Context: an optimization exercise on an open-source flow, tuned for small area. The choices shown serve that exercise and are no tape-out recipe. The RTL was checked by simulation tests, not by an equivalence proof against the original design. In every run shown here, the design's own scripts or RTL, not TritonCTS, make the clock network. The clock port is modelled as an ideal driver, which makes a skipped or thinned clock tree look cheaper than it is; a real chip needs a root buffer or a tree. Power and IR drop assume default switching activity.

**flow/config.mk**
```make
export PLATFORM = sky130hd
export DESIGN_NAME = white_ball_motion
export DESIGN_NICKNAME = white_ball_motion
export VERILOG_FILES = /design/flow/design.v
export SDC_FILE = /design/flow/constraint.sdc
export NUM_CORES = 4
export LEC_CHECK = 0
export CAP_MARGIN = 20
export CORE_MARGIN = 2
export CORE_UTILIZATION = 40
export CTS_BUF_LIST = sky130_fd_sc_hd__clkbuf_4 sky130_fd_sc_hd__clkbuf_8
export SLEW_MARGIN = 20
```
**flow/constraint.sdc**
```tcl
create_clock -name core_clock -period 10.0 [get_ports {clk}]
set_input_delay 2.0000 -clock core_clock [delete_from_list [all_inputs] [get_ports {clk}]]
set_output_delay 2.0000 -clock core_clock [all_outputs]
set_load 0.01 [all_outputs]
```
**flow/design.v**
```verilog
`default_nettype none
package ball_pkg;
	function automatic logic [18:0] wb_add18(input logic [17:0] a, input logic [17:0] b, input logic cin);
		logic c;
		c = cin;
		for (int i = 0; i < 18; i++) begin
			wb_add18[i] = a[i] ^ b[i] ^ c;
			c = (a[i] & b[i]) | (c & (a[i] ^ b[i]));
		end
		wb_add18[18] = c;
	endfunction
endpackage
`default_nettype wire
`timescale 1ns/10ps
`default_nettype none
module wb_axis #(
	parameter logic [17:0] START_RAW = 18'd0,
	parameter int          HIGH_EDGE = 0
) (
	input  logic        clk,
	input  logic        resetN,
	input  logic        pocket,
	input  logic        sof,
	input  logic        shot_valid,
	input  logic        slow_gift,
	input  logic        fast_gift,
	input  logic [12:0] shot,
	input  logic        dec,
	output logic [17:0] p_q,
	output logic [15:0] v_q
);
	logic [1:0]  blk_q;
	logic        s;
	logic        at_cushion, bounce;
	logic        stop_v;
	logic        fric;
	logic [15:0] r;
	logic [18:0] sum;
	logic [17:0] p_add;
	assign s = v_q[15];
	assign fric = sof & dec;
	assign at_cushion = ($signed(p_q) <= $signed(18'(30*64))) || ($signed(p_q) >= $signed(18'(HIGH_EDGE)));
	assign bounce = at_cushion && blk_q == 2'd0 && !pocket && !sof && !shot_valid && !slow_gift && !fast_gift;
	assign stop_v = (v_q[15:3] == 13'd0 && !(v_q[2] && v_q[1:0] != 2'd0)) || (v_q[15:2] == 14'h3fff);
	always_comb begin
		sum = ball_pkg::wb_add18({{2{s}}, v_q},
			{2'b00, {14{(fric & ~s) | bounce}}, (fric & s) | bounce, fric | bounce},
			!sof & slow_gift & s);
		r   = sum[15:0];
	end
	logic sel_r, sel_nr, sel_h, sel_f, sel_s;
	logic [15:0] v_next;
	assign sel_s  = !pocket && !sof && shot_valid;
	assign sel_h  = !pocket && !sof && !shot_valid && slow_gift;
	assign sel_f  = !pocket && !sof && !shot_valid && !slow_gift && fast_gift;
	assign sel_nr = bounce;
	assign sel_r  = !pocket && (sof ? !stop_v : (!shot_valid && !slow_gift && !fast_gift && !bounce));
	assign v_next = ({16{sel_r}} & r) | ({16{sel_nr}} & ~r) | ({16{sel_h}} & {r[15], r[15:1]}) |
	                ({16{sel_f}} & {v_q[14:0], 1'b0}) | ({16{sel_s}} & {{3{shot[12]}}, shot});
	assign p_add = ball_pkg::wb_add18(p_q, {{2{s}}, v_q} & {18{sof}}, 1'b0);
	always_ff @(posedge clk or negedge resetN) begin
		if (!resetN) begin
			p_q   <= START_RAW;
			v_q   <= '0;
			blk_q <= '0;
		end else begin
			if (pocket) begin
				p_q <= START_RAW;
			end else begin
				p_q <= p_add[17:0];
			end
			v_q <= v_next;
			if (bounce) blk_q <= 2'd1;
			else if (sof && blk_q != 2'd0) blk_q <= blk_q + 2'd1;
		end
	end
endmodule
module white_ball_motion (
	input  logic                     clk,
	input  logic                     resetN,
	input  logic                     start_of_frame,
	input  logic                     hit,
	input  logic                     can_cont,
	input  logic [11-1:0] cursor_x,
	input  logic [11-1:0] cursor_y,
	input  logic [4-1:0] power,
	input  logic                     pocket,
	input  logic                     fast_gift,
	input  logic                     slow_gift,
	output logic signed [12-1:0] pos_x,
	output logic signed [12-1:0] pos_y,
	output logic signed [16-1:0] speed_x,
	output logic signed [16-1:0] speed_y,
	output logic                     moving
);
	logic [17:0] px, py;
	logic [15:0] vx, vy;
	logic        req_level_q, req_q, shot_valid_q;
	logic        req_d;
	logic [12:0] xr_q, mr_q;    
	logic [3:0]  pow_q;
	logic [18:0] dx_s, dy_s;
	logic [12:0] m_d;
	logic [3:0]  m_p;
	logic [12:0] row0, row1, row2, row3;
	logic [18:0] acc1, acc2, acc3;
	logic [12:0] prod;
	logic        ovf, pos_ovf, neg_ovf;
	logic [12:0] m_sat;
	assign req_d = hit & can_cont & ~req_level_q;
	assign dx_s = ball_pkg::wb_add18({{6{px[17]}}, px[17:6]}, {7'h7f, ~cursor_x}, 1'b1);
	assign dy_s = ball_pkg::wb_add18({{6{py[17]}}, py[17:6]}, {7'h7f, ~cursor_y}, 1'b1);
	assign m_d = mr_q;
	assign m_p = pow_q;
	assign row0 = m_d & {13{m_p[0]}};
	assign row1 = {m_d[11:0], 1'b0} & {13{m_p[1]}};
	assign row2 = {m_d[10:0], 2'b0} & {13{m_p[2]}};
	assign row3 = {m_d[9:0], 3'b0} & {13{m_p[3]}};
	assign acc1 = ball_pkg::wb_add18({5'd0, row0}, {5'd0, row1}, 1'b0);
	assign acc2 = ball_pkg::wb_add18({5'd0, acc1[12:0]}, {5'd0, row2}, 1'b0);
	assign acc3 = ball_pkg::wb_add18({5'd0, acc2[12:0]}, {5'd0, row3}, 1'b0);
	assign prod = acc3[12:0];
	assign ovf = (m_p[1] && m_d[12] != m_d[11]) ||
	             (m_p[2] && m_d[12:10] != {3{m_d[12]}}) ||
	             (m_p[3] && m_d[12:9] != {4{m_d[12]}}) ||
	             (row0[12] == row1[12] && acc1[12] != row0[12]) ||
	             (acc1[12] == row2[12] && acc2[12] != acc1[12]) ||
	             (acc2[12] == row3[12] && acc3[12] != acc2[12]);
	assign pos_ovf = !m_d[12] && ovf;
	assign neg_ovf = m_d[12] && (ovf || prod == 13'h1000);
	assign m_sat   = (pos_ovf || neg_ovf) ? {neg_ovf, {11{pos_ovf}}, 1'b1} : prod;
	always_ff @(posedge clk or negedge resetN) begin
		if (!resetN) begin
			req_level_q  <= 1'b0;
			req_q        <= 1'b0;
			shot_valid_q <= 1'b0;
		end else begin
			req_level_q  <= hit & can_cont;
			req_q        <= req_d;
			shot_valid_q <= req_q;
		end
	end
	always_ff @(posedge clk) begin
		xr_q <= req_q ? m_sat : dx_s[12:0];
		mr_q <= req_q ? xr_q : dy_s[12:0];
		if (req_d) pow_q <= power;
	end
	logic        sx, same;
	logic [18:0] t;
	logic        t_neg, t_zero;
	logic        dec_x, dec_y, dec_x_q, dec_y_q;
	assign sx     = vx[15];
	assign same   = vx[15] ~^ vy[15];
	assign t      = ball_pkg::wb_add18({3'b000, vx[14:0]}, {3'b000, vy[14:0] ^ {15{same}}}, same);
	assign t_neg  = !t[15];
	assign t_zero = t[15] && t[14:0] == 15'd0;
	assign dec_x  = sx ? (t_neg || t_zero) : !t_neg;
	assign dec_y  = sx ? !t_neg : (t_neg || t_zero);
	wb_axis #(
		.START_RAW (18'(280 * 64)),
		.HIGH_EDGE ((639 - 62) * 64)
	) u_x (
		.clk (clk), .resetN (resetN), .pocket (pocket), .sof (start_of_frame),
		.shot_valid (shot_valid_q), .slow_gift (slow_gift), .fast_gift (fast_gift),
		.shot (m_sat), .dec (dec_x_q), .p_q (px), .v_q (vx)
	);
	wb_axis #(
		.START_RAW (18'(185 * 64)),
		.HIGH_EDGE ((479 - 62) * 64)
	) u_y (
		.clk (clk), .resetN (resetN), .pocket (pocket), .sof (start_of_frame),
		.shot_valid (shot_valid_q), .slow_gift (slow_gift), .fast_gift (fast_gift),
		.shot (xr_q), .dec (dec_y_q), .p_q (py), .v_q (vy)
	);
	always_ff @(posedge clk or negedge resetN) begin
		if (!resetN) begin
			speed_x <= '0;
			speed_y <= '0;
			dec_x_q <= 1'b1;
			dec_y_q <= 1'b1;
		end else begin
			speed_x <= vx;
			speed_y <= vy;
			dec_x_q <= dec_x;
			dec_y_q <= dec_y;
		end
	end
	assign pos_x  = px[17:6];
	assign pos_y  = py[17:6];
	assign moving = |{speed_x, speed_y};
endmodule
`default_nettype wire
```
**flow/flow/run.sh**
```bash
#!/bin/bash
# Own layout flow: the standard ORFS flow with
#  - no ABC pass inside yosys synth before the adder extraction, and an
#    area-oriented ABC script for the combinational mapping (registers
#    are untouched: same synthesis script, same flops and names),
#  - the smallest buffer for the port buffers,
#  - a small hand-built clock tree (flow/mytree.tcl): one root buffer and
#    eight leaf buffers, balanced by construction.
set -euo pipefail
here=$(pwd)
rm -rf "$here/abc_scripts"
cp -r "$FLOW_HOME/scripts" "$here/abc_scripts"
cp "$here/flow/abc_area.script" "$here/abc_scripts/abc_area.script"
bash standard.sh SCRIPTS_DIR="$here/abc_scripts" ABC_AREA=1 SYNTH_ARGS=-noabc synth > "$here/synth.log" 2>&1
bash standard.sh \
  'BUFFER_PORTS_ARGS=-buffer_cell sky130_fd_sc_hd__buf_1' \
  "PRE_CTS_TCL=$here/flow/mytree.tcl" \
  finish > "$here/layout.log" 2>&1
```
**flow/flow/abc_area.script**
```
strash
&get -n
&deepsyn -T 60
&put
dch -f
amap
topo
```
**flow/flow/mytree.tcl**
```tcl
# Used as PRE_CTS_TCL by run.sh.
# Manual clock tree: one root buffer driving 2^WB_CLK_LEVELS leaf buffers,
# each leaf driving the flops of one region (median splits, x then y).
proc wb_build_clock_tree {wb_levels wb_leaf wb_root} {
  set block [ord::get_db_block]
  set db [ord::get_db]
  set clknet [[$block findBTerm clk] getNet]
  set sinks {}
  foreach it [$clknet getITerms] {
    set inst [$it getInst]
    set loc [$inst getLocation]
    lappend sinks [list $it [lindex $loc 0] [lindex $loc 1]]
  }
  set n [llength $sinks]
  # split at the median, alternating x and y, WB_CLK_LEVELS times
  set groups [list $sinks]
  for {set l 0} {$l < $wb_levels} {incr l} {
    set idx [expr {$l % 2 == 0 ? 1 : 2}]
    set next {}
    foreach g $groups {
      set s [lsort -integer -index $idx $g]
      set h [expr {[llength $s] / 2}]
      lappend next [lrange $s 0 [expr {$h - 1}]] [lrange $s $h end]
    }
    set groups $next
  }
  set leafm [$db findMaster $wb_leaf]
  set rootm [$db findMaster $wb_root]
  set root [odb::dbInst_create $block $rootm "wb_clk_root"]
  set rootnet [odb::dbNet_create $block "wb_clk_root_net"]
  $rootnet setSigType CLOCK
  [$root findITerm A] connect $clknet
  [$root findITerm X] connect $rootnet
  set sx 0; set sy 0
  set i 0
  foreach g $groups {
    set leaf [odb::dbInst_create $block $leafm "wb_clk_leaf_$i"]
    set net [odb::dbNet_create $block "wb_clk_leaf_net_$i"]
    $net setSigType CLOCK
    [$leaf findITerm A] connect $rootnet
    [$leaf findITerm X] connect $net
    set gx 0; set gy 0
    foreach s $g {
      set it [lindex $s 0]
      $it disconnect
      $it connect $net
      incr gx [lindex $s 1]; incr gy [lindex $s 2]
    }
    set gx [expr {$gx / [llength $g]}]; set gy [expr {$gy / [llength $g]}]
    $leaf setLocation $gx $gy
    $leaf setPlacementStatus PLACED
    incr sx $gx; incr sy $gy
    incr i
  }
  $root setLocation [expr {$sx / $i}] [expr {$sy / $i}]
  $root setPlacementStatus PLACED
  puts "wb clock tree: $n sinks, $i leaves"
}

# upsize each leaf buffer whose output slew, estimated from the placement,
# is above max_slew (ns)
proc wb_upsize_slow_leaves {big max_slew} {
  set db [ord::get_db]
  set block [ord::get_db_block]
  set bigm [$db findMaster $big]
  set_propagated_clock [all_clocks]
  estimate_parasitics -placement
  foreach inst [$block getInsts] {
    if {![string match "wb_clk_leaf_*" [$inst getName]]} { continue }
    set s [get_property [get_pins [$inst getName]/X] slew_max_rise]
    if {$s > $max_slew} {
      $inst swapMaster $bigm
      puts "wb clock tree: [$inst getName] slew $s, upsized to $big"
    }
  }
}
wb_build_clock_tree 3 sky130_fd_sc_hd__clkbuf_8 sky130_fd_sc_hd__clkbuf_8
wb_upsize_slow_leaves sky130_fd_sc_hd__clkbuf_16 0.112

# the tree is built: the flow's clock_tree_synthesis call only marks the
# clock as propagated, as clock_tree_synthesis itself does
rename clock_tree_synthesis wb_unused_clock_tree_synthesis
proc clock_tree_synthesis {args} {
  set_propagated_clock [all_clocks]
}
```
**flow/standard.sh**
```bash
#!/bin/bash
# synth_recipe.tcl (not shown) runs the flow's synth.tcl, then flattens the netlist and writes it again
# the make line also repeats each setting of config.mk as NAME=value (left out here)
make -C /OpenROAD-flow-scripts/flow DESIGN_CONFIG=/design/flow/config.mk WORK_HOME=/design/flow/orfs CLKGATE_MAP_FILE= SYNTH_SCRIPT=/design/flow/synth_recipe.tcl "${@:-finish}"
```
==> results of run 1 <==
## state kept, by name, indices dropped and copies added, names as in the netlist
| name | flops |
|---|---|
| u_x.p_q | 18 |
| u_x.v_q | 16 |
| u_y.v_q | 16 |
| shot_valid_q | 1 |
| mr_q | 13 |
| speed_y | 16 |
| req_q | 1 |
| req_level_q | 1 |
| u_y.p_q | 18 |
| u_x.blk_q | 2 |
| dec_x_q | 1 |
| dec_y_q | 1 |
| xr_q | 13 |
| speed_x | 16 |
| pow_q | 4 |
| u_y.blk_q | 2 |
## layer usage
metal	up-vias	share of wire, %	track usage [%]
met5	-	0	0
li1	2984	-	-
met4	0	2.4	3.924
met2	294	45	32.31
met3	42	8.0	3.147
met1	3318	45	31.15
## kinds of logic after synthesis
group | count (synthesis) | synth area share [%]
buffers and inverters | 140 | 6.906
and+or+nand+nor | 246 | 13.00
AOI/OAI and AO/OA | 153 | 12.21
adders and majority gates | 139 | 29.96
DFF | 139 | 37.93
## power breakdown
| group | switching, mW | internal (mW) |
|---|---|---|
| Clock | 0.183 | 0.116 |
| Combinational | 0.946 | 0.655 |
| Sequential | 0.252 | 0.763 |
## worst min-delay path by stage
stage / start / endpoint / slack [ns] / cells past startpoint
3_3_place_gp: u_x.blk_q[0] / u_x.blk_q[0] / 0.47 / 1
5_1_grt: xr_q[12] / mr_q[12] / 0.50 / 2
3_5_place_dp: u_x.blk_q[0] / u_x.blk_q[0] / 0.47 / 1
6_report: u_x.blk_q[0] / u_x.blk_q[0] / 0.48 / 1
2_1_floorplan: u_y.v_q[15] / speed_y[15] / 0.42 / 0
4_1_cts: u_x.blk_q[0] / u_x.blk_q[0] / 0.48 / 1
## cell type report
type,instances,area share (%)
multi-input cells,538,50.46
inverters,116,4.463
plain buffers,9,1.731
flip-flops and latches,139,34.67
repair buffers,110,5.092
well taps,280,3.591
## cells in the mapped netlist, types with 2 or more instances
master     count  area (sq um)
a2111oi_0      3         26.28
a21oi_1       14         70.07
a221oi_1       9         78.83
a222oi_1      15         150.1
a22o_1         2         17.52
a22oi_1        2         15.01
a31oi_1        2         12.51
buf_4         24         180.2
clkinv_1     116         435.4
dfrtp_1       99          2477
dfstp_2       10         262.8
dfxtp_1       26         520.5
edfxtp_1       4         120.1
fa_1         124          2482
ha_1          15         187.7
nand2_1       37         138.9
nand3_1        7         35.03
nand4_1       10         62.56
nor2_1       110         412.9
nor2b_1       31         193.9
nor3_1         9         45.04
nor4_1        21         131.4
o2111ai_1      2         17.52
o211ai_1       3         22.52
o21ai_0       28         140.1
o221ai_1      22         192.7
o22ai_1       39         244.0
o32ai_1        3         26.28
o41ai_1        2         17.52
or2_0         12         75.07
or3_1          2         12.51
or4_1          6         45.04
==> results.py, run 1 <==
metrics = {
    "critical_path": {
        "cp_max_fo": 3,
        "slowest_stage": "fa_1",
        "cp-end-kind": "register",
        "cp-start-kind": "primary input",
        "crit_start": "pocket",
        "r2r_cells": 26,
        "path_class": "in -> reg",
        "cp.depth": 26,
        "cp-endpoint": "u_y.v_q[14]",
        "cp.arrival_ns": 9.84,
        "crit_family": "adder cells",
        "rrSetupSlack_ns": 0.67,
        "crit_top_cell": "fa_1",
        "r2r_end": "u_y.v_q[14]",
        "path_buf_inv": 3,
        "crit_required_ns": 10.30,
        "r2r-start": "u_y.p_q[9]",
        "slowest_delay_ns": 0.56,
    },
    "sta": {
        "fin_ws_ns": 0.4561,
        "setup_violations": 0,
        "min_period_ns": 9.544,
        "fin_setup_tns_ns": 0,
        "hold_viol_final": 0,
        "fin_skew_ns": 0.02383,
        "post-route-period-util_pct": 95.44,
        "hold-worst-slack_ns": 0.4828,
        "tightestPinTransition_ns": 0.7808,
        "fmax_ghz": 0.1048,
        "grt_setup_unrepaired": "false",
        "slew_viol_final": 0,
        "timing.slew.headroom_pct": 47.95,
    },
    "power_and_ir_drop": {
        "finalPower_mw": 2.915,
        "leakagePower_nw": 4.110,
        "powerDensity_mw_per_mm2": 298.8,
        "ir_drop_uv": 103.6,
    },
    "yosys": {
        "yosysUniqueCellTypes": 40,
        "synthesis.area_sq_mm": 0.008914,
        "netlist_instances": 817,
        "synth.net_count": 990,
        "synth_top_flop_cell": "dfrtp_1",
        "synth-edff-count": 4,
        "async_flop_share_pct": 78.42,
        "synth_area_per_cell_sq_um": 10.91,
        "ys_ff_latch": 139,
        "seq_area_frac_synth_pct": 37.93,
        "yosysWarnings": 3,
    },
    "floorplan": {
        "start_util_pct": 40.84,
        "coreArea_sq_mm": 0.02182,
        "die_w_um": 153.3,
        "rows": 54,
        "pin_count": 91,
        "die-area_sq_mm": 0.02349,
        "dieHeight_um": 153.3,
    },
    "routing": {
        "ant_nets": 0,
        "routed_via_density": 5.569,
        "wl_per_cell_um": 20.30,
        "drtPass1Iterations": 9,
        "num_vias": 6638,
        "drt_wl_total_um": 24190,
        "drc": 0,
        "drt_iter0_markers": 765,
    },
    "global_routing": {
        "antenna_found_initial": 0,
        "overflow": 0,
        "grt_pass1_vias": 6791,
        "grt_max_degree": 83,
        "grt_pass1_wl_um": 38830,
        "grt_usage_pct": 20.74,
    },
    "clock_tree": {
        "holdBufCountCts": 0,
        "cts_setup_buffers": 0,
        "cts_resized": 0,
        "insertion_delay_ns": 0.45,
        "clk_pin_slew_ns": 0.11,
    },
    "worst_hold_path": {
        "hold_class": "reg -> reg",
    },
    "finish": {
        "final_common_cell": "fa_1",
        "final_nets": 1087,
        "instances_no_fill": 1192,
        "n_fill_cell": 2080,
        "area_delta_synth_final_pct": 9.447,
        "multi_input_area_sq_mm": 0.004922,
        "stdcell_area_sq_mm": 0.009756,
        "final-seq-area_sq_mm": 0.003382,
        "final_cell_mix": "fa_1, clkinv_1, nor2_1",
        "drive_above_1_share_pct": 4.715,
        "diodes": 0,
        "finalCoreUtilization_pct": 44.70,
    },
    "outcome": {
        "run_status": "finished clean",
    },
    "placement": {
        "place.port_buffers": 90,
        "place_inst": 1183,
        "gp_congestion": 0.9176,
        "dpl.hpwl_um": 18890,
        "place_ws_ns": -0.1736,
        "postPlaceCellArea_sq_mm": 0.009579,
    },
    "flow_run": {
        "drv_cap": 0,
    },
}
==> run 2, diff against run 1 <==
--- a/flow/config.mk
+++ b/flow/config.mk
@@ -7,6 +7,7 @@
 export LEC_CHECK = 0
 export CAP_MARGIN = 20
 export CORE_MARGIN = 2
-export CORE_UTILIZATION = 40
+export CORE_UTILIZATION = 60
 export CTS_BUF_LIST = sky130_fd_sc_hd__clkbuf_4 sky130_fd_sc_hd__clkbuf_8
+export PLACE_DENSITY = 0.75
 export SLEW_MARGIN = 20
==> results.py, run 2 <==
metrics = {
    "critical_path": {
        "slowest_delay_ns": 0.56,
        "r2r-start": "u_y.p_q[9]",
        "cp-end-kind": "register",
        "path_buf_inv": 3,
        "crit_start": "pocket",
        "rrSetupSlack_ns": 0.45,
        "cp.arrival_ns": 9.94,
        "crit_required_ns": 10.28,
        "slowest_stage": "fa_1",
        "cp-start-kind": "primary input",
        "path_class": "in -> reg",
        "crit_top_cell": "fa_1",
        "cp_max_fo": 3,
        "crit_family": "adder cells",
    },
    "yosys": {
        "ys_ff_latch": 139,
        "synthTopCellsByArea": "fa_1, dfrtp_1, dfxtp_1",
        "synthXorXnorAreaFrac_pct": 0,
        "yosys.cell_count.top_type": "fa_1",
        "yosysUniqueCellTypes": 40,
        "synth_compound_area_share_pct": 12.21,
        "synthAdderAreaFrac_pct": 29.96,
        "synth.mux.area_fraction_pct": 0,
        "synth_area_per_cell_sq_um": 10.91,
        "synthesis.area_sq_mm": 0.008914,
        "synth_top_area_share_pct": 27.85,
        "synth.net_count": 990,
        "async_flop_share_pct": 78.42,
        "seq_area_frac_synth_pct": 37.93,
        "synth-simple-area-share_pct": 13.00,
        "synth_top_flop_cell": "dfrtp_1",
        "synth_top_family_by_area": "adder cells",
        "yosysWarnings": 3,
        "yosysTopAreaCell": "fa_1",
        "netlist_instances": 817,
        "synth-edff-count": 4,
        "synth_common_cells": "fa_1, clkinv_1, nor2_1",
    },
    "power_and_ir_drop": {
        "ir_drop_uv": 167.0,
        "finalPower_mw": 2.925,
        "leakagePower_nw": 4.102,
        "powerDensity_mw_per_mm2": 303.9,
        "pwr-share-clk_pct": 9.7,
        "p_sw_mw": 1.395,
        "internal_power_mw": 1.530,
        "pwr-share-comb_pct": 55.4,
        "p_seq_share_pct": 34.8,
        "swShare_pct": 47.68,
    },
    "sta": {
        "grt_setup_unrepaired": "false",
        "fmax_ghz": 0.1035,
        "setup_violations": 0,
        "tightestPinTransition_ns": 0.8098,
        "hold_viol_final": 0,
        "slew_viol_final": 0,
        "timing.slew.headroom_pct": 46.02,
        "post-route-period-util_pct": 96.59,
        "fin_skew_ns": 0.02535,
        "min_period_ns": 9.659,
    },
    "routing": {
        "drt_iter0_markers": 800,
        "drt_wl_total_um": 23920,
        "routed_via_density": 6.235,
        "ant_nets": 0,
        "num_vias": 6834,
        "drc": 0,
        "drtPass1Iterations": 5,
        "wl_per_cell_um": 21.82,
    },
    "finish": {
        "drive_above_1_share_pct": 4.940,
        "area_delta_synth_final_pct": 7.987,
        "final_cell_mix": "fa_1, clkinv_1, nor2_1",
        "final_nets": 1086,
        "stdcell_area_sq_mm": 0.009625,
        "top_regs": "u_x.p_q (18), u_y.p_q (18)",
        "instances_no_fill": 1096,
        "final_common_cell": "fa_1",
        "finalCoreUtilization_pct": 66.23,
    },
    "clock_tree": {
        "cts_setup_buffers": 0,
        "clk_pin_slew_ns": 0.10,
        "cts_resized": 0,
        "holdBufCountCts": 0,
        "insertion_delay_ns": 0.44,
    },
    "floorplan": {
        "pin_count": 91,
        "die-area_sq_mm": 0.01585,
        "coreArea_sq_mm": 0.01453,
        "rows": 44,
        "start_util_pct": 61.33,
        "dieHeight_um": 125.9,
        "die_w_um": 125.9,
    },
    "global_routing": {
        "grt_pass1_vias": 7059,
        "grt_usage_pct": 31.32,
        "overflow": 0,
        "grt_max_degree": 59,
        "grt_pass1_wl_um": 39050,
        "antenna_found_initial": 0,
    },
    "placement": {
        "place_inst": 1086,
        "dpl.hpwl_um": 18510,
        "gp_congestion": 0.9421,
        "place.port_buffers": 90,
        "postPlaceCellArea_sq_mm": 0.009452,
    },
    "outcome": {
        "run_status": "finished clean",
    },
    "flow_run": {
        "drv_cap": 0,
    },
    "worst_hold_path": {
        "worstHoldStart": "xr_q[12]",
        "hold_class": "reg -> reg",
    },
}
-- run 2: cell counts after synthesis --
Identical to the previous run, type by type.
-- run 2: logic make-up (layout without fill, tap and decap cells) --
logic type,Yosys count,in the layout
AOI/OAI and AO/OA,153,153
adders and majority gates,139,139
buffers and inverters,140,234
DFF,139,139
other,0,1
and+or+nand+nor,246,246
-- run 2: per-stage QoR --
step	hold WS [ns]	TNS, ns	worst slack (ns)
after floorplan	0.4210	0	0.02078
after global placement	0.4628	-0.01474	-0.01474
after detailed placement	0.4679	-0.4568	-0.2753
after CTS	0.4741	0	0.1363
after global routing	0.4709	0	0.04247
final	0.4771	0	0.3410
-- run 2: worst paths after layout --
path,to,cells past startpoint
hold / removal,mr_q[12],2
setup reg to reg,u_y.v_q[14],26
hold reg to reg,mr_q[12],2
min in group asynchronous,u_y.p_q[5],1
max in group asynchronous,req_q,2
setup / recovery,u_y.v_q[14],26
-- run 2: cell type report --
| type | count | area [sq um] |
|---|---|---|
| buffer | 9 | 157.7 |
| sequential | 139 | 3382 |
| tap | 184 | 230.2 |
| timing repair buffer | 109 | 486.7 |
| antenna | 1 | 2.502 |
| inverter | 116 | 435.4 |
| multi-input combinational | 538 | 4931 |
| fill | 1174 | 4908 |
-- run 2: layer usage --
layer	up-vias	track usage [%]	wire [um]
li1	2987	-	-
met2	382	49.34	11370
met1	3411	47.07	9888
met5	-	0	0
met3	54	4.418	2068
met4	0	7.498	591
-- run 2: power by group through the flow --
stage,combinational (mW),clock [mW],sequential (mW)
after floorplan,1.10,0,0.944
after global placement,1.52,0,1.01
after detailed placement,1.58,0,1.02
after CTS,1.60,0.288,1.01
after global routing,1.83,0.308,1.04
final,1.62,0.285,1.02
-- run 2: worst min-delay path, cell delays in order (launching register included) --
cell and delay [ns]:
dfxtp_1 0.31, clkinv_1 0.06, o22ai_1 0.08
==> run 3, diff against run 2 <==
--- a/flow/config.mk
+++ b/flow/config.mk
@@ -7,7 +7,7 @@
 export LEC_CHECK = 0
 export CAP_MARGIN = 20
 export CORE_MARGIN = 2
-export CORE_UTILIZATION = 60
+export CORE_UTILIZATION = 40
 export CTS_BUF_LIST = sky130_fd_sc_hd__clkbuf_4 sky130_fd_sc_hd__clkbuf_8
-export PLACE_DENSITY = 0.75
+export PLACE_DENSITY = 0.8
 export SLEW_MARGIN = 20
==> results.py, run 3 <==
metrics = {
    "clock_tree": {
        "holdBufCountCts": 0,
        "insertion_delay_ns": 0.44,
        "cts_resized": 0,
        "cts_setup_buffers": 0,
        "clk_pin_slew_ns": 0.11,
    },
    "yosys": {
        "async_flop_share_pct": 78.42,
        "seq_area_frac_synth_pct": 37.93,
        "netlist_instances": 817,
        "synth_top_area_share_pct": 27.85,
        "synth_top_family_by_area": "adder cells",
        "synthAdderAreaFrac_pct": 29.96,
        "yosysWarnings": 3,
        "yosys.cell_count.top_type": "fa_1",
        "synth_area_per_cell_sq_um": 10.91,
        "synth_common_cells": "fa_1, clkinv_1, nor2_1",
        "synthXorXnorAreaFrac_pct": 0,
        "synth_compound_area_share_pct": 12.21,
        "synth-edff-count": 4,
        "yosysTopAreaCell": "fa_1",
        "ys_ff_latch": 139,
        "synth.net_count": 990,
        "yosysUniqueCellTypes": 40,
        "synthesis.area_sq_mm": 0.008914,
        "synth_top_flop_cell": "dfrtp_1",
        "synth-simple-area-share_pct": 13.00,
        "synth.mux.area_fraction_pct": 0,
        "synthTopCellsByArea": "fa_1, dfrtp_1, dfxtp_1",
    },
    "finish": {
        "final_cell_mix": "fa_1, clkinv_1, nor2_1",
        "area_delta_synth_final_pct": 9.292,
        "top_regs": "u_x.p_q (18), u_y.p_q (18)",
        "final_common_cell": "fa_1",
        "stdcell_area_sq_mm": 0.009742,
        "multi_input_area_sq_mm": 0.004921,
        "final-seq-area_sq_mm": 0.003381,
        "finalCoreUtilization_pct": 44.64,
        "n_fill_cell": 2071,
        "final_nets": 1086,
        "diodes": 0,
        "drive_above_1_share_pct": 4.391,
    },
    "outcome": {
        "run_status": "finished clean",
    },
    "power_and_ir_drop": {
        "powerDensity_mw_per_mm2": 299.1,
        "leakagePower_nw": 4.102,
        "ir_drop_uv": 91.31,
    },
    "placement": {
        "gp_congestion": 0.9989,
        "place.port_buffers": 90,
        "dpl.hpwl_um": 18930,
        "place_ws_ns": -0.08182,
        "postPlaceCellArea_sq_mm": 0.009584,
    },
    "sta": {
        "fmax_ghz": 0.1042,
        "fin_skew_ns": 0.02264,
        "slew_viol_final": 0,
        "hold_viol_final": 0,
        "timing.slew.headroom_pct": 45.87,
        "min_period_ns": 9.594,
        "fin_ws_ns": 0.4063,
        "tightestPinTransition_ns": 0.8014,
        "setup_violations": 0,
        "post-route-period-util_pct": 95.94,
        "grt_setup_unrepaired": "false",
        "fin_setup_tns_ns": 0,
    },
    "critical_path": {
        "cp-start-kind": "primary input",
        "path_class": "in -> reg",
        "cp.arrival_ns": 9.89,
        "cp-end-kind": "register",
        "cp_max_fo": 3,
        "crit_required_ns": 10.30,
    },
    "routing": {
        "drc": 0,
        "drtPass1Iterations": 8,
        "num_vias": 6753,
        "routed_via_density": 5.670,
        "ant_nets": 0,
        "wl_per_cell_um": 20.21,
        "drt_wl_total_um": 24080,
        "drt_iter0_markers": 717,
    },
    "floorplan": {
        "dieHeight_um": 153.3,
        "die_w_um": 153.3,
        "start_util_pct": 40.84,
        "pin_count": 91,
        "die-area_sq_mm": 0.02349,
        "coreArea_sq_mm": 0.02182,
        "rows": 54,
    },
    "global_routing": {
        "grt_max_degree": 65,
        "grt_pass1_wl_um": 38270,
        "grt_usage_pct": 20.45,
        "grt_pass1_vias": 6867,
        "antenna_found_initial": 1,
        "overflow": 0,
    },
    "worst_hold_path": {
        "hold_class": "reg -> reg",
    },
    "flow_run": {
        "drv_cap": 0,
    },
}
[run 3: kinds of logic (layout without fill, tap and decap cells)]
logic type / after synthesis / in the layout
flip-flops: 139 / 139
AND/OR/NAND/NOR: 246 / 246
AO/OA/AOI/OAI: 153 / 153
adder cells (fa/ha/maj): 139 / 139
buffers and inverters: 140 / 234
[run 3: area by class of cell]
class / instances / area share, %
multi-input cells: 538 / 50.51
plain buffers: 9 / 1.618
inverters: 116 / 4.470
repair buffers: 109 / 5.099
flip-flops and latches: 139 / 34.70
well taps: 280 / 3.596
[run 3: where the power goes]
part | switching, mW | internal (mW)
Sequential | 0.248 | 0.763
Combinational | 0.959 | 0.657
Clock | 0.178 | 0.108
Total | 1.39 | 1.53
[run 3: metal layers]
| layer | vias to the layer above | global-route usage [%] | wire length, um |
|---|---|---|---|
| met4 | 2 | 4.762 | 648 |
| met2 | 351 | 32.36 | 11010 |
| li1 | 2988 | - | - |
| met1 | 3358 | 30.03 | 10330 |
| met3 | 54 | 2.949 | 2070 |
| met5 | - | 0 | 13 |
[run 3: worst max-delay path, cell delays in order]
cell and delay, ns:
buf_1 0.13, or3_1 0.20, or2_0 0.17, nor2_1 0.07
clkinv_1 0.07, nor2_1 0.05, clkinv_1 0.08, o21ai_0 0.11
fa_1 0.46, fa_1 0.43, fa_1 0.43, fa_1 0.43
fa_1 0.43, fa_1 0.43, fa_1 0.42, fa_1 0.42
fa_1 0.42, fa_1 0.42, fa_1 0.42, fa_1 0.42
fa_1 0.43, fa_1 0.42, fa_1 0.55, nor2_1 0.05
a2111oi_0 0.25, o21ai_0 0.15
[run 3: worst paths after layout]
| kind | slack [ns] | startpoint | endpoint | cells after the start |
|---|---|---|---|---|
| max | 0.41 | pocket | u_y.v_q[14] | 26 |
| min | 0.48 | xr_q[12] | mr_q[12] | 2 |
| max reg2reg | 0.80 | u_y.p_q[9] | u_y.v_q[14] | 26 |
| min reg2reg | 0.48 | xr_q[12] | mr_q[12] | 2 |
| max in group asynchronous | 7.14 | resetN | u_y.p_q[16] | 2 |
| min in group asynchronous | 1.59 | resetN | u_x.p_q[16] | 1 |
[run 3: through the flow]
step / total power [mW] / hold WS, ns / cells
2_1_floorplan: 2.048 / 0.4210 / 817
3_3_place_gp: 2.540 / 0.4537 / 1182
3_5_place_dp: 2.599 / 0.4497 / 1182
4_1_cts: 2.899 / 0.4796 / 1191
5_1_grt: 3.159 / 0.4944 / 1191
6_report: 2.913 / 0.4773 / 1191
==> run 4, diff against run 3 <==
--- a/flow/flow/run.sh
+++ b/flow/flow/run.sh
@@ -15,4 +15,5 @@
 bash standard.sh \
   'BUFFER_PORTS_ARGS=-buffer_cell sky130_fd_sc_hd__buf_1' \
   "PRE_CTS_TCL=$here/flow/mytree.tcl" \
+  "PRE_GLOBAL_PLACE_TCL=$here/flow/gpl_hook.tcl" \
   finish > "$here/layout.log" 2>&1
==> flow/flow/gpl_hook.tcl (new file) <==
# Used as PRE_GLOBAL_PLACE_TCL by run.sh: the timing-driven placement's
# buffering uses the small buffers only.
set_dont_use [get_lib_cells {sky130_fd_sc_hd__buf_4 sky130_fd_sc_hd__buf_6 sky130_fd_sc_hd__buf_8 sky130_fd_sc_hd__buf_12 sky130_fd_sc_hd__buf_16}]
==> results.py, run 4 <==
metrics = {
    "sta": {
        "slew_viol_final": 0,
        "grt_setup_unrepaired": "false",
        "timing.slew.headroom_pct": 33.17,
        "hold_viol_final": 0,
        "fin_skew_ns": 0.02324,
        "fmax_ghz": 0.1049,
        "post-route-period-util_pct": 95.29,
        "setup_violations": 0,
        "min_period_ns": 9.529,
        "tightestPinTransition_ns": 1.001,
    },
    "routing": {
        "routed_via_density": 5.727,
        "ant_nets": 0,
        "routed-wl-met2_um": 10860,
        "drt_wl_total_um": 24070,
        "drt_iter0_markers": 868,
        "wl_met3_um": 2033,
        "wl_per_cell_um": 20.18,
        "drc": 0,
        "drtPass1Iterations": 8,
        "num_vias": 6832,
        "wl_met1_um": 10220,
        "highest_layer": "met4",
    },
    "floorplan": {
        "die_w_um": 153.3,
        "rows": 54,
        "die-area_sq_mm": 0.02349,
        "dieHeight_um": 153.3,
        "coreArea_sq_mm": 0.02182,
        "start_util_pct": 40.84,
        "pin_count": 91,
    },
    "clock_tree": {
        "insertion_delay_ns": 0.43,
        "holdBufCountCts": 0,
        "clk_pin_slew_ns": 0.11,
    },
    "global_routing": {
        "grt_max_degree": 62,
        "antenna_found_initial": 0,
        "grt_usage_pct": 20.49,
        "grt_pass1_wl_um": 38270,
        "grt_pass1_vias": 6948,
        "overflow": 0,
    },
    "critical_path": {
        "cp_max_fo": 3,
        "r2r-start": "u_x.v_q[15]",
        "cp-start-kind": "primary input",
        "cp-end-kind": "register",
        "r2r_end": "dec_x_q",
        "crit_required_ns": 10.31,
        "rrSetupSlack_ns": 0.63,
        "r2r_cells": 23,
        "cp.arrival_ns": 9.84,
        "path_class": "in -> reg",
    },
    "yosys": {
        "async_flop_share_pct": 78.42,
        "synth_common_cells": "fa_1, clkinv_1, nor2_1",
        "yosysUniqueCellTypes": 40,
        "yosysTopAreaCell": "fa_1",
        "synth-simple-area-share_pct": 13.00,
        "synth.mux.area_fraction_pct": 0,
        "yosysWarnings": 3,
        "synth_top_family_by_area": "adder cells",
        "synthAdderAreaFrac_pct": 29.96,
        "synthTopCellsByArea": "fa_1, dfrtp_1, dfxtp_1",
        "netlist_instances": 817,
        "synthXorXnorAreaFrac_pct": 0,
        "synth.net_count": 990,
        "synth_area_per_cell_sq_um": 10.91,
        "synth_compound_area_share_pct": 12.21,
        "synth_top_flop_cell": "dfrtp_1",
        "yosys.cell_count.top_type": "fa_1",
        "ys_ff_latch": 139,
        "synthesis.area_sq_mm": 0.008914,
        "synth_top_area_share_pct": 27.85,
        "seq_area_frac_synth_pct": 37.93,
        "synth-edff-count": 4,
    },
    "worst_hold_path": {
        "hold_path_end": "mr_q[12]",
        "hold_class": "reg -> reg",
        "whs_path_depth": 2,
        "worstHoldStart": "xr_q[12]",
    },
    "finish": {
        "final_cell_mix": "fa_1, clkinv_1, nor2_1",
        "stdcell_area_sq_mm": 0.009777,
        "top_regs": "u_x.p_q (18), u_y.p_q (18)",
        "diodes": 0,
        "area_delta_synth_final_pct": 9.686,
        "final_common_cell": "fa_1",
        "drive_above_1_share_pct": 3.286,
        "final_nets": 1088,
        "n_fill_cell": 2037,
    },
    "power_and_ir_drop": {
        "ir_drop_uv": 119.6,
        "leakagePower_nw": 4.137,
        "pwr-share-clk_pct": 9.5,
        "p_seq_share_pct": 35.0,
        "pwr-share-comb_pct": 55.4,
        "finalPower_mw": 2.894,
        "powerDensity_mw_per_mm2": 296.0,
        "internal_power_mw": 1.514,
        "swShare_pct": 47.68,
        "p_sw_mw": 1.380,
    },
    "placement": {
        "postPlaceCellArea_sq_mm": 0.009617,
        "place.port_buffers": 90,
        "dpl.hpwl_um": 19000,
        "gp_congestion": 0.9645,
    },
    "outcome": {
        "run_status": "finished clean",
    },
    "flow_run": {
        "drv_cap": 0,
    },
}
## run 4: cell types whose count changed in the layout (fill, tap and decap cells not counted), sizes merged
cell           before  now
bufbuf              0    1
clkdlybuf4s18       0    2
buf               108   92
dlygate4sd1         0   15
## run 4: layout make-up
class                   count  area, sq um  area share, %
multi-input cells         538         4930          50.42
repair buffers            111        533.0          5.452
plain buffers               9        146.4          1.497
well taps                 280        350.3          3.583
inverters                 116        435.4          4.454
flip-flops and latches    139         3382          34.59
## run 4: what timing repair did
action                     4_1_cts  5_1_grt
setup buffers                    0        0
resized for setup                0        3
setup endpoints to repair        0        1
## run 4: cells by family (layout without fill, tap and decap cells)
kind of cell / count (synthesis) / after routing
buf+inv: 140 / 236
compound gates: 153 / 153
fa+ha+maj: 139 / 139
simple gates: 246 / 246
flops: 139 / 139
## run 4: power by group through the flow
stage               registers (mW)  clock network, mW  logic (mW)
floorplan                    0.944                  0        1.10
global placement              1.01                  0        1.52
detailed placement            1.02                  0        1.57
CTS                           1.01              0.276        1.59
global route                  1.03              0.299        1.83
finish                        1.01              0.275        1.60
## run 4: worst max path at each step
stage                      start     endpoint  slack (ns)  cells past startpoint
after floorplan           pocket  u_x.v_q[13]        0.02                     22
after global placement    pocket  u_y.v_q[14]      -0.005                     26
after detailed placement  pocket  u_y.v_q[14]       -0.12                     26
after global routing      pocket  u_y.v_q[14]        0.05                     26
after CTS                 pocket  u_y.v_q[14]        0.32                     26
final                     pocket  u_y.v_q[14]        0.47                     26
## run 4: stage by stage
| stage | util [%] | setup slack [ns] | TNS, ns | hold slack (ns) | instances |
|---|---|---|---|---|---|
| floorplan | - | 0.02078 | 0 | 0.4210 | 817 |
| global placement | 44.08 | -0.005424 | -0.005424 | 0.4556 | 1183 |
| detailed placement | 44.07 | -0.1222 | -0.1437 | 0.4603 | 1183 |
| CTS | 44.74 | 0.3154 | 0 | 0.4474 | 1192 |
| global route | 44.80 | 0.04895 | 0 | 0.4708 | 1193 |
| finish | 44.80 | 0.4711 | 0 | 0.4490 | 1193 |
## run 4: routing by layer
layer,global-route usage [%],up-vias
li1,-,2985
met1,29.55,3443
met2,32.16,346
met3,3.204,58
met4,6.217,0
met5,0,-
## run 4: worst max-delay path, stage by stage
cell and delay, ns:
buf_1 0.19, or3_1 0.17, or2_0 0.13, nor2_1 0.06, clkinv_1 0.06, nor2_1 0.05, clkinv_1 0.07, o21ai_0 0.11
fa_1 0.46, fa_1 0.43, fa_1 0.42, fa_1 0.43, fa_1 0.43, fa_1 0.43, fa_1 0.43, fa_1 0.43
fa_1 0.42, fa_1 0.42, fa_1 0.42, fa_1 0.42, fa_1 0.43, fa_1 0.43, fa_1 0.58, nor2_1 0.07
a2111oi_2 0.22, o21ai_0 0.13
==> run 5, diff against run 4 <==
--- a/flow/design.v
+++ b/flow/design.v
@@ -97,8 +97,8 @@
 	logic [15:0] vx, vy;
 	logic        req_level_q, req_q, shot_valid_q;
 	logic        req_d;
-	logic [12:0] xr_q, mr_q;    
-	logic [3:0]  pow_q;
+	logic [12:0] xr_q, mr_n_q;  
+	logic [3:0]  pow_n_q;       
 	logic [18:0] dx_s, dy_s;
 	logic [12:0] m_d;
 	logic [3:0]  m_p;
@@ -110,8 +110,8 @@
 	assign req_d = hit & can_cont & ~req_level_q;
 	assign dx_s = ball_pkg::wb_add18({{6{px[17]}}, px[17:6]}, {7'h7f, ~cursor_x}, 1'b1);
 	assign dy_s = ball_pkg::wb_add18({{6{py[17]}}, py[17:6]}, {7'h7f, ~cursor_y}, 1'b1);
-	assign m_d = mr_q;
-	assign m_p = pow_q;
+	assign m_d = ~mr_n_q;
+	assign m_p = ~pow_n_q;
 	assign row0 = m_d & {13{m_p[0]}};
 	assign row1 = {m_d[11:0], 1'b0} & {13{m_p[1]}};
 	assign row2 = {m_d[10:0], 2'b0} & {13{m_p[2]}};
@@ -142,8 +142,8 @@
 	end
 	always_ff @(posedge clk) begin
 		xr_q <= req_q ? m_sat : dx_s[12:0];
-		mr_q <= req_q ? xr_q : dy_s[12:0];
-		if (req_d) pow_q <= power;
+		mr_n_q <= ~(req_q ? xr_q : dy_s[12:0]);
+		if (req_d) pow_n_q <= ~power;
 	end
 	logic        sx, same;
 	logic [18:0] t;
--- a/flow/flow/run.sh
+++ b/flow/flow/run.sh
@@ -15,5 +15,4 @@
 bash standard.sh \
   'BUFFER_PORTS_ARGS=-buffer_cell sky130_fd_sc_hd__buf_1' \
   "PRE_CTS_TCL=$here/flow/mytree.tcl" \
-  "PRE_GLOBAL_PLACE_TCL=$here/flow/gpl_hook.tcl" \
   finish > "$here/layout.log" 2>&1
==> flow/flow/abc_area.script (replaced) <==
strash
&get -n
&deepsyn -T 60
&put
dch -f
amap
topo
stime -c
buffer -c
upsize -c
dnsize -c
removed: flow/flow/gpl_hook.tcl
==> results.py, run 5 <==
metrics = {
    "outcome": {
        "run_status": "finished clean",
    },
    "placement": {
        "gp_congestion": 0.9927,
        "postPlaceCellArea_sq_mm": 0.009692,
        "place.port_buffers": 90,
        "place_inst": 1184,
        "dpl.hpwl_um": 19990,
    },
    "critical_path": {
        "slowest_delay_ns": 0.53,
        "r2r-start": "u_y.p_q[9]",
        "crit_required_ns": 10.28,
        "cp_max_fo": 2,
        "path_class": "in -> reg",
        "cp-start-kind": "primary input",
        "crit_top_cell": "fa_1",
        "cp.arrival_ns": 9.92,
        "crit_start": "pocket",
        "path_buf_inv": 5,
        "slowest_stage": "fa_1",
        "cp-end-kind": "register",
        "rrSetupSlack_ns": 0.70,
        "crit_family": "adder cells",
    },
    "routing": {
        "num_vias": 6870,
        "drtPass1Iterations": 7,
        "drt_iter0_markers": 861,
        "wl_per_cell_um": 21.04,
        "drc": 0,
        "routed_via_density": 5.759,
        "ant_nets": 0,
        "drt_wl_total_um": 25100,
    },
    "finish": {
        "n_fill_cell": 2056,
        "diodes": 0,
        "drive_above_1_share_pct": 8.811,
        "final_cell_mix": "fa_1, nor2_1, inv_1",
        "final_common_cell": "fa_1",
        "final-seq-area_sq_mm": 0.003381,
        "top_regs": "u_x.p_q (18), u_y.p_q (18)",
        "instances_no_fill": 1193,
        "multi_input_area_sq_mm": 0.005037,
        "area_delta_synth_final_pct": 7.993,
        "stdcell_area_sq_mm": 0.009856,
        "final_nets": 1083,
    },
    "yosys": {
        "synth_top_area_share_pct": 27.20,
        "synthTopCellsByArea": "fa_1, dfrtp_1, dfxtp_1",
        "synth.net_count": 1015,
        "async_flop_share_pct": 78.42,
        "yosysUniqueCellTypes": 54,
        "synth_area_per_cell_sq_um": 10.84,
        "yosysWarnings": 3,
        "ys_ff_latch": 139,
        "synthesis.area_sq_mm": 0.009126,
        "yosysTopAreaCell": "fa_1",
        "synth-edff-count": 4,
        "yosys.cell_count.top_type": "fa_1",
        "synth_common_cells": "fa_1, nor2_1, inv_1",
        "seq_area_frac_synth_pct": 37.04,
        "netlist_instances": 842,
        "synth_top_flop_cell": "dfrtp_1",
    },
    "global_routing": {
        "grt_max_degree": 63,
        "antenna_found_initial": 0,
        "grt_pass1_wl_um": 39560,
        "overflow": 0,
        "grt_pass1_vias": 6888,
        "grt_usage_pct": 21.07,
    },
    "sta": {
        "tightestPinTransition_ns": 0.8138,
        "hold-worst-slack_ns": 0.4832,
        "fin_skew_ns": 0.02493,
        "setup_violations": 0,
        "post-route-period-util_pct": 96.42,
        "fmax_ghz": 0.1037,
        "timing.slew.headroom_pct": 45.38,
        "hold_viol_final": 0,
        "slew_viol_final": 0,
        "min_period_ns": 9.642,
    },
    "floorplan": {
        "coreArea_sq_mm": 0.02250,
        "pin_count": 91,
        "start_util_pct": 40.56,
        "dieHeight_um": 155.1,
        "die_w_um": 155.1,
        "die-area_sq_mm": 0.02404,
        "rows": 55,
    },
    "clock_tree": {
        "cts_setup_buffers": 0,
        "insertion_delay_ns": 0.43,
        "holdBufCountCts": 0,
        "clk_pin_slew_ns": 0.10,
    },
    "power_and_ir_drop": {
        "powerDensity_mw_per_mm2": 336.7,
        "ir_drop_uv": 162.9,
        "leakagePower_nw": 4.363,
    },
    "worst_hold_path": {
        "worstHoldStart": "u_x.blk_q[0]",
        "hold_class": "reg -> reg",
    },
    "flow_run": {
        "drv_cap": 0,
    },
}
-- run 5: cell count changes after synthesis, moves of 9 or more --
cell / previous run / this run
clkbuf_1: 0 / 27
inv_1: 0 / 104
clkinv_1: 116 / 2
o21ai_1: 0 / 9
or2_0: 12 / 0
or2_2: 0 / 10
-- run 5: per-layer routing --
layer	share of wire [%]	wire length, um	track usage (%)	vias to the layer above
met5	0	0	0	-
met4	3.4	842	5.203	0
met3	12	2918	5.432	55
met2	44	11040	31.51	411
met1	41	10310	30.85	3448
li1	-	-	-	2956
-- run 5: cells by family after synthesis --
| family | share of synthesized area (%) |
|---|---|
| simple gates | 12.59 |
| buf+inv | 7.952 |
| compound gates | 13.16 |
| flops | 37.04 |
| fa+ha+maj | 29.26 |
-- run 5: through the flow --
step | TNS, ns | power [mW] | utilization (%) | setup WS (ns)
final | 0 | 3.319 | 43.80 | 0.3577
after floorplan | 0 | 2.356 | - | 0.1676
after CTS | 0 | 3.296 | 43.77 | 0.3744
after global placement | 0 | 2.941 | 43.05 | 0.1177
after detailed placement | -0.09747 | 3.005 | 43.07 | -0.08124
after global routing | -0.007363 | 3.625 | 43.80 | -0.007363
-- run 5: final timing paths --
path	end	depth (start not counted)
max	u_x.v_q[14]	27
min	u_x.blk_q[0]	1
max reg2reg	u_y.v_q[14]	27
min reg2reg	u_x.blk_q[0]	1
max in group asynchronous	u_x.p_q[12]	2
min in group asynchronous	speed_x[14]	1
-- run 5: power breakdown --
group / switching, mW / total, mW / internal [mW]
registers: 0.317 / 1.11 / 0.797
clock network: 0.173 / 0.281 / 0.107
logic: 1.15 / 1.92 / 0.778
total: 1.64 / 3.32 / 1.68
-- run 5: timing repair --
item,in CTS,in global routing
endpoints found under the setup margin,0,1
hold endpoints to repair,0,0
resized for setup,0,1
-- run 5: worst reg2reg max path, delay by kind of cell, from the launching register on --
family | cells | cell delay (ns)
buffers and inverters | 3 | 0.22
flip-flops | 1 | 0.58
AND/OR/NAND/NOR | 2 | 0.44
adder cells (fa/ha/maj) | 15 | 6.48
AO/OA/AOI/OAI | 7 | 1.47
-- run 5: final cells by class --
| cell class | count | area share [%] |
|---|---|---|
| multi-input cells | 536 | 51.11 |
| repair buffers | 111 | 5.065 |
| well taps | 285 | 3.618 |
| flip-flops and latches | 139 | 34.30 |
| inverters | 113 | 4.304 |
| plain buffers | 9 | 1.600 |
==> run 6, diff against run 5 <==
==> flow/flow/abc_area.script (replaced) <==
strash
&get -n
&deepsyn -T 60
&put
dch -f
amap
topo
--- a/flow/config.mk
+++ b/flow/config.mk
@@ -9,5 +9,4 @@
 export CORE_MARGIN = 2
 export CORE_UTILIZATION = 40
 export CTS_BUF_LIST = sky130_fd_sc_hd__clkbuf_4 sky130_fd_sc_hd__clkbuf_8
-export PLACE_DENSITY = 0.8
 export SLEW_MARGIN = 20
==> results.py, run 6 <==
metrics = {
    "placement": {
        "place.port_buffers": 90,
        "gp_congestion": 0.9100,
        "dpl.hpwl_um": 18880,
        "postPlaceCellArea_sq_mm": 0.009565,
    },
    "sta": {
        "grt_setup_unrepaired": "false",
        "timing.slew.headroom_pct": 25.21,
        "fin_skew_ns": 0.02689,
        "min_period_ns": 9.632,
        "slew_viol_final": 0,
        "setup_violations": 0,
        "tightestPinTransition_ns": 1.118,
        "fmax_ghz": 0.1038,
        "hold-worst-slack_ns": 0.4725,
        "hold_viol_final": 0,
        "post-route-period-util_pct": 96.32,
    },
    "routing": {
        "num_vias": 6606,
        "ant_nets": 0,
        "drt_wl_total_um": 24060,
        "wl_per_cell_um": 20.28,
        "drt_iter0_markers": 567,
        "drc": 0,
        "drtPass1Iterations": 6,
        "routed_via_density": 5.570,
    },
    "power_and_ir_drop": {
        "leakagePower_nw": 4.074,
        "powerDensity_mw_per_mm2": 335.9,
        "ir_drop_uv": 148.4,
    },
    "critical_path": {
        "rrSetupSlack_ns": 0.68,
        "slowest_delay_ns": 0.43,
        "r2r_end": "u_y.v_q[14]",
        "cp_max_fo": 2,
        "path_buf_inv": 4,
        "crit_required_ns": 10.33,
        "slowest_stage": "fa_2",
        "path_class": "in -> reg",
        "cp-end-kind": "register",
        "crit_family": "adder cells",
        "cp.arrival_ns": 9.96,
        "r2r-start": "u_y.p_q[9]",
        "r2r_cells": 27,
        "crit_top_cell": "fa_1",
        "cp-start-kind": "primary input",
    },
    "yosys": {
        "synth_top_area_share_pct": 27.89,
        "async_flop_share_pct": 78.42,
        "synth-edff-count": 4,
        "yosysUniqueCellTypes": 38,
        "ys_ff_latch": 139,
        "yosys.cell_count.top_type": "fa_1",
        "synthesis.area_sq_mm": 0.008901,
        "yosysTopAreaCell": "fa_1",
        "synth_common_cells": "fa_1, clkinv_1, nor2_1",
        "yosysWarnings": 3,
        "synth_area_per_cell_sq_um": 10.96,
        "netlist_instances": 812,
        "synth_top_flop_cell": "dfrtp_1",
        "synthTopCellsByArea": "fa_1, dfrtp_1, dfxtp_1",
        "synth.net_count": 985,
        "seq_area_frac_synth_pct": 37.98,
    },
    "floorplan": {
        "coreArea_sq_mm": 0.02182,
        "die-area_sq_mm": 0.02346,
        "pin_count": 91,
        "die_w_um": 153.2,
        "dieHeight_um": 153.2,
        "start_util_pct": 40.79,
        "rows": 54,
    },
    "clock_tree": {
        "clk_pin_slew_ns": 0.11,
        "insertion_delay_ns": 0.45,
        "holdBufCountCts": 0,
    },
    "global_routing": {
        "overflow": 0,
        "antenna_found_initial": 0,
        "grt_pass1_wl_um": 38560,
        "grt_pass1_vias": 6764,
        "grt_max_degree": 73,
        "grt_usage_pct": 20.79,
    },
    "worst_hold_path": {
        "hold_class": "reg -> reg",
        "worstHoldStart": "xr_q[6]",
        "hold_path_end": "mr_n_q[6]",
        "whs_path_depth": 1,
    },
    "outcome": {
        "run_status": "finished clean",
    },
    "finish": {
        "stdcell_area_sq_mm": 0.009761,
        "area_delta_synth_final_pct": 9.657,
        "n_fill_cell": 2108,
        "final_cell_mix": "fa_1, clkinv_1, nor2_1",
        "top_regs": "u_x.p_q (18), u_y.p_q (18)",
        "drive_above_1_share_pct": 5.629,
        "diodes": 0,
        "final_nets": 1081,
        "final_common_cell": "fa_1",
    },
    "flow_run": {
        "drv_cap": 0,
    },
}
==> run 6: what timing repair did <==
| item | in CTS | in global routing |
|---|---|---|
| hold endpoints to repair | 0 | 0 |
| resized for setup | 0 | 9 |
| setup buffers | 0 | 0 |
| setup endpoints to repair | 0 | 5 |
==> run 6: routing by layer <==
metal / vias up / part of all wire, % / global-route usage (%) / wire, um
met2: 281 / 46 / 33.08 / 11050
met3: 39 / 7.8 / 3.487 / 1886
met5: - / 0 / 0 / 0
met1: 3323 / 44 / 30.52 / 10570
li1: 2963 / - / - / -
met4: 0 / 2.3 / 3.748 / 549
==> run 6: where the power goes <==
group	switching, mW	leakage (nW)	total (mW)	internal [mW]
combinational	1.08	2.31	1.86	0.779
sequential	0.331	1.68	1.13	0.797
clock	0.180	0.0852	0.296	0.116
==> run 6: through the flow <==
stage	setup WS (ns)	setup TNS, ns	total power [mW]	cells	util, %
finish	0.3683	0	3.279	1186	44.73
global route	0.01472	0	3.609	1186	44.73
CTS	0.1781	0	3.289	1186	44.61
detailed placement	-0.2615	-0.8565	2.973	1177	43.83
global placement	-0.1895	-0.4387	2.937	1177	43.83
floorplan	0.003366	0	2.330	812	-
==> run 6: worst register-to-register path, cell delays in order (launching register included) <==
cell and delay (ns):
dfstp_2 0.59, clkinv_1 0.12, nor4_1 0.28, a21boi_0 0.25
o41ai_1 0.10, o21ai_0 0.43, nor2_1 0.12, clkinv_1 0.08
o21ai_0 0.15, fa_2 0.43, fa_1 0.42, fa_1 0.43
fa_1 0.43, fa_1 0.42, fa_1 0.43, fa_1 0.42
fa_1 0.42, fa_1 0.42, fa_1 0.42, fa_1 0.43
fa_1 0.43, fa_1 0.42, fa_1 0.42, fa_1 0.43
a21oi_2 0.17, clkinv_1 0.09, a221oi_1 0.29, o221ai_1 0.16
==> run 6: cell families after synthesis <==
group	Yosys count	share of synthesized area (%)
fa+ha+maj	139	30.00
buf+inv	137	6.789
flops	139	37.98
compound gates	159	12.58
simple gates	238	12.65
==> run 6: worst max path at each step <==
stage	start	to	slack (ns)	cells after the start
floorplan	pocket	u_y.v_q[14]	0.003	26
global placement	pocket	u_y.v_q[14]	-0.19	27
detailed placement	pocket	u_y.v_q[14]	-0.26	27
CTS	pocket	u_x.v_q[14]	0.18	27
global route	pocket	u_y.v_q[14]	0.01	27
finish	pocket	u_y.v_q[14]	0.37	27
==> run 6: final cells by class <==
class	instances	area, sq um	share of cell area (%)
tap	280	350.3	3.589
inverter	113	426.7	4.371
buffer	9	168.9	1.731
sequential	139	3381	34.64
timing repair buffer	109	485.5	4.974
multi-input combinational	536	4949	50.70
==> run 7, diff against run 6 <==
--- a/flow/config.mk
+++ b/flow/config.mk
@@ -9,4 +9,5 @@
 export CORE_MARGIN = 2
 export CORE_UTILIZATION = 40
 export CTS_BUF_LIST = sky130_fd_sc_hd__clkbuf_4 sky130_fd_sc_hd__clkbuf_8
+export PLACE_DENSITY = 0.8
 export SLEW_MARGIN = 20
==> results.py, run 7 <==
metrics = {
    "outcome": {
        "run_status": "finished clean",
    },
    "yosys": {
        "yosysTopAreaCell": "fa_1",
        "synth.net_count": 985,
        "yosysWarnings": 3,
        "synth_top_area_share_pct": 27.89,
        "synth_common_cells": "fa_1, clkinv_1, nor2_1",
        "yosys.cell_count.top_type": "fa_1",
        "async_flop_share_pct": 78.42,
        "netlist_instances": 812,
        "synthesis.area_sq_mm": 0.008901,
        "synth-edff-count": 4,
        "seq_area_frac_synth_pct": 37.98,
        "synth_top_flop_cell": "dfrtp_1",
        "yosysUniqueCellTypes": 38,
        "ys_ff_latch": 139,
        "synth_area_per_cell_sq_um": 10.96,
        "synthTopCellsByArea": "fa_1, dfrtp_1, dfxtp_1",
    },
    "routing": {
        "num_vias": 6793,
        "ant_nets": 0,
        "drc": 0,
        "drtPass1Iterations": 7,
        "drt_wl_total_um": 23420,
        "drt_iter0_markers": 779,
        "routed_via_density": 5.718,
        "wl_per_cell_um": 19.71,
    },
    "floorplan": {
        "coreArea_sq_mm": 0.02182,
        "start_util_pct": 40.79,
        "die_w_um": 153.2,
        "dieHeight_um": 153.2,
        "pin_count": 91,
        "die-area_sq_mm": 0.02346,
        "rows": 54,
    },
    "critical_path": {
        "cp.arrival_ns": 9.96,
        "crit_required_ns": 10.30,
        "path_class": "in -> reg",
        "cp_max_fo": 2,
        "r2r_end": "u_y.v_q[14]",
        "rrSetupSlack_ns": 0.62,
        "cp-end-kind": "register",
        "r2r_cells": 27,
        "cp-start-kind": "primary input",
        "crit_start": "pocket",
        "r2r-start": "u_y.p_q[9]",
    },
    "placement": {
        "place.port_buffers": 90,
        "place_inst": 1179,
        "gp_congestion": 0.9517,
        "postPlaceCellArea_sq_mm": 0.009579,
        "dpl.hpwl_um": 18630,
    },
    "finish": {
        "final_nets": 1083,
        "stdcell_area_sq_mm": 0.009736,
        "finalCoreUtilization_pct": 44.61,
        "final_common_cell": "fa_1",
        "area_delta_synth_final_pct": 9.376,
        "drive_above_1_share_pct": 5.396,
        "top_regs": "u_x.p_q (18), u_y.p_q (18)",
        "final_cell_mix": "fa_1, clkinv_1, nor2_1",
        "diodes": 0,
        "instances_no_fill": 1188,
    },
    "sta": {
        "fin_setup_tns_ns": 0,
        "setup_violations": 0,
        "hold-worst-slack_ns": 0.4585,
        "grt_setup_unrepaired": "false",
        "fmax_ghz": 0.1035,
        "min_period_ns": 9.661,
        "slew_viol_final": 0,
        "fin_skew_ns": 0.02186,
        "tightestPinTransition_ns": 1.097,
        "post-route-period-util_pct": 96.61,
        "timing.slew.headroom_pct": 26.61,
        "hold_viol_final": 0,
    },
    "worst_hold_path": {
        "hold_path_end": "mr_n_q[0]",
        "whs_path_depth": 1,
        "hold_class": "reg -> reg",
        "worstHoldStart": "xr_q[0]",
    },
    "power_and_ir_drop": {
        "powerDensity_mw_per_mm2": 331.6,
        "ir_drop_uv": 144.9,
        "leakagePower_nw": 4.074,
    },
    "clock_tree": {
        "clk_pin_slew_ns": 0.11,
        "cts_resized": 0,
        "holdBufCountCts": 0,
        "cts_setup_buffers": 0,
        "insertion_delay_ns": 0.43,
    },
    "flow_run": {
        "drv_cap": 0,
    },
    "global_routing": {
        "overflow": 0,
        "grt_pass1_vias": 6859,
        "grt_max_degree": 77,
        "grt_usage_pct": 20.07,
        "grt_pass1_wl_um": 37830,
        "antenna_found_initial": 1,
    },
}
-- run 7: cell counts after synthesis --
No cell type changed its count.
-- run 7: report_power, final --
group | internal [mW] | switching [mW] | total, mW
clock | 0.0988 | 0.172 | 0.271
sequential | 0.797 | 0.323 | 1.12
combinational | 0.771 | 1.07 | 1.84
-- run 7: per-stage QoR --
stage	setup WS [ns]	power [mW]
floorplan	0.003366	2.330
global placement	-0.2339	2.882
detailed placement	-0.3777	2.944
CTS	0.009510	3.223
global route	0.02774	3.551
finish	0.3391	3.229
-- run 7: cells by family (layout without fill, tap and decap cells) --
family                   count (synthesis)  after routing  synth area share, %
buffers and inverters                  137            233                6.789
AND/OR/NAND/NOR                        238            238                12.65
flip-flops                             139            139                37.98
adder cells (fa/ha/maj)                139            139                30.00
AO/OA/AOI/OAI                          159            159                12.58
-- run 7: cell type report --
type | count | area, sq um
Tap cell | 280 | 350.3
Sequential cell | 139 | 3381
Inverter | 113 | 426.7
Timing Repair Buffer | 111 | 500.5
Multi-Input combinational cell | 536 | 4931
Buffer | 9 | 146.4
Fill cell | 2046 | 12090
-- run 7: metal layers --
metal / share of wire (%) / vias up / GRT usage (%) / wire, um
li1: - / 2975 / - / -
met1: 42 / 3358 / 29.35 / 9754
met4: 2.6 / 2 / 4.101 / 609
met3: 11 / 50 / 4.253 / 2494
met2: 45 / 408 / 31.21 / 10540
met5: 0.064 / - / 0 / 15
-- run 7: worst max path at each step --
stage                             end  slack, ns  cells past startpoint
after floorplan           u_y.v_q[14]      0.003                     26
after global placement    u_y.v_q[14]      -0.23                     27
after detailed placement  u_y.v_q[14]      -0.38                     27
after CTS                 u_y.v_q[14]       0.01                     27
after global routing      u_y.v_q[14]       0.03                     27
final                     u_y.v_q[14]       0.34                     27
-- run 7: worst max-delay path: stages --
cell	delay [ns]
clkbuf_2	0.15
or2_1	0.14
or3_1	0.12
nor2_1	0.06
clkinv_1	0.06
nor2_1	0.06
clkinv_1	0.08
o21ai_1	0.10
fa_2	0.42
fa_1	0.42
fa_1	0.44
fa_1	0.44
fa_1	0.44
fa_1	0.43
fa_1	0.42
fa_1	0.42
fa_1	0.42
fa_1	0.43
fa_1	0.44
fa_1	0.45
fa_1	0.43
fa_1	0.44
fa_2	0.40
a21oi_2	0.19
clkinv_1	0.11
a221oi_1	0.29
o221ai_1	0.15

[re-timing with driven ports]
Ports are ideal in the flow. The routed layouts listed here were re-timed in OpenROAD. Step 1 (the two cells are an assumption about what drives the block):
set clk [get_ports {clk}]
set_driving_cell -lib_cell sky130_fd_sc_hd__clkbuf_16 $clk
set_driving_cell -lib_cell sky130_fd_sc_hd__buf_2 [delete_from_list [all_inputs] $clk]
Step 2 times the ports against the registers' clock, not the clock port: input delays grow and output delays shrink by t, the midpoint of the rising clock arrivals with the driver on. a / b / c = ideal / step 1 / step 2; a / b = the first two.
| run | shift t [ns] | setup slack, ns | hold WS [ns] | slew at the worst register clock pin (ns) |
|---|---|---|---|---|
| run 1 | 0.473 | 0.456 / 0.471 / -0.002 | 0.483 / 0.483 / 0.483 | 0.11 / 0.11 |
| run 2 | 0.463 | 0.341 / 0.350 / -0.112 | 0.477 / 0.477 / 0.477 | 0.11 / 0.11 |
| run 3 | 0.463 | 0.406 / 0.413 / -0.050 | 0.477 / 0.477 / 0.477 | 0.11 / 0.11 |
| run 4 | 0.460 | 0.471 / 0.479 / 0.019 | 0.449 / 0.449 / 0.449 | 0.11 / 0.11 |
| run 5 | 0.456 | 0.358 / 0.375 / -0.081 | 0.483 / 0.483 / 0.483 | 0.11 / 0.11 |
| run 6 | 0.479 | 0.368 / 0.381 / -0.097 | 0.472 / 0.472 / 0.472 | 0.11 / 0.11 |
| run 7 | 0.461 | 0.339 / 0.357 / -0.104 | 0.458 / 0.458 / 0.458 | 0.11 / 0.11 |
Met with ideal ports but missed after step 2: setup timing in 6 of these runs. For run 6, which loses most, drivers alone change the setup slack by +0.013 ns; drivers and shift together by -0.465 ns.
